This design comes from an exercise in tuning for small area on the open sky130 flow, not from production work. At most, simulation tests tie the RTL to the original design; equivalence was not proved. Power is estimated from default activity; no workload was simulated.

==> flow/design.v <==
`timescale 1ns/1ns
module beam_tx (
    input  logic                          clk,
    input  logic                          rst,
    input  logic                          psel,
    input  logic                          penable,
    input  logic                          pwrite,
    input  logic [3:0]                    paddr,
    input  logic [31:0]                   pwdata,
    output logic [31:0]                   prdata,
    output logic                          pready,
    output logic                          pslverr,
    output logic [16-1:0]  tx_array,
    output logic                          scan_done
);
    function automatic logic [10:0] radd10(input logic [9:0] a, input logic [9:0] b, input logic ci);
        logic c;
        c = ci;
        for (int i = 0; i < 10; i++) begin
            radd10[i] = a[i] ^ b[i] ^ c;
            c = (a[i] & b[i]) | (c & (a[i] ^ b[i]));
        end
        radd10[10] = c;
    endfunction
    function automatic logic [12:0] rinc13(input logic [12:0] a);
        logic c;
        c = 1'b1;
        for (int i = 0; i < 13; i++) begin
            rinc13[i] = a[i] ^ c;
            c = c & a[i];
        end
    endfunction
    logic        access, wr_en;
    logic [7:0]  r_0;
    logic [7:0]  step;
    logic [12:0] num_points;
    logic        done_flag;
    logic        busy;
    assign access = psel && penable;
    assign wr_en  = access && pwrite;
    always_ff @(posedge clk) begin
        if (rst) begin
            r_0        <= '0;
            step       <= '0;
            num_points <= '0;
        end else if (wr_en) begin
            if (paddr == 4'h0) begin
                r_0  <= pwdata[7:0];
                step <= pwdata[15:8];
            end
            if (paddr == 4'h4) begin
                num_points <= pwdata[12:0];
            end
        end
    end
    assign pready  = 1'b1;
    assign pslverr = access && (paddr[1:0] != 2'b00);
    always_comb begin
        prdata = '0;
        if (access && !pwrite) begin
            case (paddr)
                4'h0:    prdata = {16'b0, step, r_0};
                4'h4: prdata = {19'b0, num_points};
                4'hC: prdata = {30'b0, done_flag, busy};
                default:          prdata = '0;
            endcase
        end
    end
    localparam logic [1:0] ST_IDLE = 2'd0;
    localparam logic [1:0] ST_WAIT = 2'd1;    
    localparam logic [1:0] ST_ARM  = 2'd2;    
    localparam logic [1:0] ST_ACT  = 2'd3;    
    logic [1:0]  state;
    logic [12:0] pts_n;       
    logic [4:0]  p;           
    logic [4:0]  lo;          
    logic [6:0]  acc;         
    logic [6:0]  wn;          
    logic [6:0]  w;
    logic        dir;         
    logic [3:0]  j;           
    logic [9:0]  v;           
    logic        idle;
    logic        wait_st;
    logic        pre;         
    logic        reload;
    logic        capture;
    assign idle      = (state == ST_IDLE);
    assign wait_st   = (state == ST_WAIT);
    assign pre       = wait_st && (p == 5'd4);
    assign capture   = wait_st && (p == 5'd5);
    assign reload    = wait_st && (p[3:0] == 4'hf);
    assign busy      = !idle && !pre;
    assign scan_done = idle && p[4];
    always_ff @(posedge clk) begin
        if (rst || pre) begin
            done_flag <= 1'b0;
        end else if (scan_done) begin
            done_flag <= 1'b1;
        end
    end
    logic [4:0]  q;
    logic [2:0]  r;
    logic        big;
    assign w   = ~wn;
    assign big = (w[6:5] != 2'd0) || (w[4] && (w[3:0] != 4'd0 || dir));
    always_comb begin
        q = 5'd0;
        r = 3'd0;
        if ({dir, w} == 8'd0) begin q = 5'd16; r = 3'd0; end
        if ({dir, w} == 8'd1) begin q = 5'd16; r = 3'd0; end
        if ({dir, w} == 8'd128) begin q = 5'd16; r = 3'd0; end
        if ({dir, w} == 8'd2) begin q = 5'd8; r = 3'd0; end
        if ({dir, w} == 8'd129) begin q = 5'd8; r = 3'd0; end
        if ({dir, w} == 8'd3) begin q = 5'd5; r = 3'd1; end
        if ({dir, w} == 8'd130) begin q = 5'd5; r = 3'd1; end
        if ({dir, w} == 8'd4) begin q = 5'd4; r = 3'd0; end
        if ({dir, w} == 8'd131) begin q = 5'd4; r = 3'd0; end
        if ({dir, w} == 8'd5) begin q = 5'd3; r = 3'd1; end
        if ({dir, w} == 8'd132) begin q = 5'd3; r = 3'd1; end
        if ({dir, w} == 8'd6) begin q = 5'd2; r = 3'd4; end
        if ({dir, w} == 8'd133) begin q = 5'd2; r = 3'd4; end
        if ({dir, w} == 8'd7) begin q = 5'd2; r = 3'd2; end
        if ({dir, w} == 8'd134) begin q = 5'd2; r = 3'd2; end
        if ({dir, w} == 8'd8) begin q = 5'd2; r = 3'd0; end
        if ({dir, w} == 8'd135) begin q = 5'd2; r = 3'd0; end
        if ({dir, w} == 8'd9) begin q = 5'd1; r = 3'd7; end
        if ({dir, w} == 8'd136) begin q = 5'd1; r = 3'd7; end
        if ({dir, w} == 8'd10) begin q = 5'd1; r = 3'd6; end
        if ({dir, w} == 8'd137) begin q = 5'd1; r = 3'd6; end
        if ({dir, w} == 8'd11) begin q = 5'd1; r = 3'd5; end
        if ({dir, w} == 8'd138) begin q = 5'd1; r = 3'd5; end
        if ({dir, w} == 8'd12) begin q = 5'd1; r = 3'd4; end
        if ({dir, w} == 8'd139) begin q = 5'd1; r = 3'd4; end
        if ({dir, w} == 8'd13) begin q = 5'd1; r = 3'd3; end
        if ({dir, w} == 8'd140) begin q = 5'd1; r = 3'd3; end
        if ({dir, w} == 8'd14) begin q = 5'd1; r = 3'd2; end
        if ({dir, w} == 8'd141) begin q = 5'd1; r = 3'd2; end
        if ({dir, w} == 8'd15) begin q = 5'd1; r = 3'd1; end
        if ({dir, w} == 8'd142) begin q = 5'd1; r = 3'd1; end
        if ({dir, w} == 8'd16) begin q = 5'd1; r = 3'd0; end
        if ({dir, w} == 8'd143) begin q = 5'd1; r = 3'd0; end
    end
    logic        lt;
    logic [10:0] t;
    logic [10:0] s;
    logic [6:0]  acc_next;
    logic [10:0] p_sum;
    assign t        = radd10({3'd0, acc}, {5'h1f, ~big, 1'b1, ~r}, 1'b1);
    assign lt       = !t[10];
    assign s        = radd10({3'd0, t[6:0]}, lt ? {3'd0, w} : 10'd0, lt && dir);
    assign acc_next = s[6:0];
    assign p_sum    = radd10({5'd0, p}, {5'd0, q[4:1] & {4{!wait_st}}, q[0] | wait_st}, lt && !wait_st);
    function automatic logic [15:0] therm(input logic [4:0] x);
        for (int k = 0; k < 16; k++) begin
            logic g;
            g = 1'b0;
            for (int b = 0; b < 4; b++) begin
                if (((k >> b) & 1) == 0) g = x[b] | g;
                else                     g = x[b] & g;
            end
            therm[k] = x[4] | g;
        end
    endfunction
    logic [15:0] fire;
    assign fire = therm(p) & ~therm(lo);
    always_comb begin
        for (int i = 0; i < 16; i++) begin
            tx_array[i] = dir ? fire[15-i] : fire[i];
        end
    end
    logic [10:0] v_dec;
    assign v_dec = radd10(v, {3'b111, wn}, !dir);    
    always_ff @(posedge clk) begin
        if (capture) begin
            dir <= step[7];
            wn  <= step[6:0] ^ {7{!step[7]}};
            j   <= (r_0[7:2] == 6'd0) ? {step[7], ~step[7], ~step[7], ~step[7]} : 4'd0;
            case (r_0[1:0])
                2'd0: v <= 10'd0;
                2'd1: v <= 10'd259;
                2'd2: v <= 10'd519;
                default: v <= 10'd779;
            endcase
        end else if (j != 4'd0 && v_dec[10]) begin
            v <= v_dec[9:0];
            j <= {j[3] & (j[2:0] != 3'd0), j[2] ^ (j[1:0] == 2'd0), j[1] ^ ~j[0], ~j[0]};
        end
    end
    always_ff @(posedge clk) begin
        if (rst || idle) begin
            p <= 5'd4;
        end else if (reload) begin
            p <= {1'b0, j};
        end else if (state == ST_ACT && p[4]) begin
            p <= 5'd27;
        end else begin
            p <= {p_sum[5] | p_sum[4], p_sum[3:0]};
        end
    end
    always_ff @(posedge clk) begin
        acc <= wait_st ? ((j == 4'd0) ? 7'd0 : v[6:0]) : acc_next;
    end
    always_ff @(posedge clk) begin
        lo[4]   <= rst || !state[1] || p[4];
        lo[3:0] <= p[3:0] & {4{state[0]}};    
    end
    always_ff @(posedge clk) begin
        if (pre) begin
            pts_n <= ~num_points;
        end else if (state == ST_ACT && p[4]) begin
            pts_n <= rinc13(pts_n);
        end
    end
    always_ff @(posedge clk) begin
        if (rst) begin
            state <= ST_IDLE;
        end else begin
            case (state)
                ST_IDLE: begin
                    if (wr_en && (paddr == 4'h8) && pwdata[0]) begin
                        state <= ST_WAIT;
                    end
                end
                ST_WAIT: begin
                    if (reload) begin
                        state <= ST_ARM;
                    end
                end
                ST_ARM: begin
                    state <= ST_ACT;
                end
                default: begin
                    if (p[4]) begin
                        state <= (pts_n[12:1] == 12'hfff) ? ST_IDLE : ST_WAIT;
                    end
                end
            endcase
        end
    end
endmodule
clock: 8.0 ns
lec_check: 0
cap_margin: 20
core_margin: 2
core_utilization: 40
slew_margin: 20
standard.sh (not shown) runs the stock make flow with config.mk's settings and CLKGATE_MAP_FILE= SYNTH_SCRIPT=/design/flow/synth_recipe.tcl, a recipe that flattens the netlist after the stock synthesis.
==> flow/flow/run.sh <==
#!/bin/bash
# Own layout flow: the standard flow (standard.sh) with changes that only
# affect buffer and tie cell choice:
#  - port buffers use the smallest buffer cell (buf_1) instead of the
#    default pick (clkdlybuf4s50_1);
#  - clock tree synthesis uses clkbuf_8 buffers and no dummy loads;
#  - SKIP_REPAIR_TIE_FANOUT=1 (1: one tie cell drives all constant outputs).
# make's full output goes to flow_make.log here; ORFS keeps each step's log
# under orfs/logs.
set -euo pipefail
bash standard.sh \
    "BUFFER_PORTS_ARGS=-buffer_cell sky130_fd_sc_hd__buf_1" \
    "CTS_ARGS=-sink_clustering_enable -repair_clock_nets -buf_list sky130_fd_sc_hd__clkbuf_8 -dont_use_dummy_load" \
    "SKIP_REPAIR_TIE_FANOUT=1" \
    finish > flow_make.log 2>&1
The starting point produced a clean layout.
Next try:
--- a/flow/design.v
+++ b/flow/design.v
@@ -91,7 +91,7 @@
     assign capture   = wait_st && (p == 5'd5);
     assign reload    = wait_st && (p[3:0] == 4'hf);
     assign busy      = !idle && !pre;
-    assign scan_done = idle && p[4];
+    assign scan_done = idle && (p == 5'd27);
     always_ff @(posedge clk) begin
         if (rst || pre) begin
             done_flag <= 1'b0;
@@ -190,12 +190,12 @@
     always_ff @(posedge clk) begin
         if (rst || idle) begin
             p <= 5'd4;
-        end else if (reload) begin
-            p <= {1'b0, j};
+        end else if (wait_st) begin
+            p <= reload ? {1'b0, j} : p_sum[4:0];
         end else if (state == ST_ACT && p[4]) begin
             p <= 5'd27;
         end else begin
-            p <= {p_sum[5] | p_sum[4], p_sum[3:0]};
+            p <= (p_sum[4] | p_sum[5]) ? 5'd16 : p_sum[4:0];
         end
     end
     always_ff @(posedge clk) begin
Wire length is lower slightly. Non-clock buffer count is unchanged. Fmax is about the same. Design area is higher slightly. Final cell count is higher slightly. Combinational power is lower by about a fifth. Utilization is about the same. Die area is higher slightly. Total power is lower by a little under a tenth. Worst hold slack stays flat. Register-to-register slack loses 0.02 ns. Worst setup slack loses 0.019 ns. Via count is lower slightly. Clock power is about the same.
The RTL of the first run of this note was laid out without a check of its function.

port drivers added, routing unchanged:
The results above use ideal ports. As a check the final layouts listed here were re-extracted and re-timed, cells and wires unchanged. Step 1: set_driving_cell puts a clkbuf_16 on clk and a buf_2 on each other input, an assumption about the parent block. Step 2 adds t to the input delays and takes it off the output delays; t is the mean of the earliest and latest rising clock arrival at the registers after step 1. Input paths then give back, and output paths get back, about the clock's delay inside the block. a / b / c = no drivers / after step 1 / after step 2; a / b = the first two.
| run | shift t [ns] | setup WS [ns] | worst setup path after step 2 | latest minus earliest clock arrival (ns) | worst slew at a driven data input, ns |
|---|---|---|---|---|---|
| the first run | 0.375 | 1.627 / 1.627 / 1.627 | register to register | 0.028 / 0.028 | 0.04 |
| the second run | 0.373 | 1.608 / 1.608 / 1.608 | register to register | 0.023 / 0.023 | 0.04 |
After both steps setup and hold are still met in every run listed.
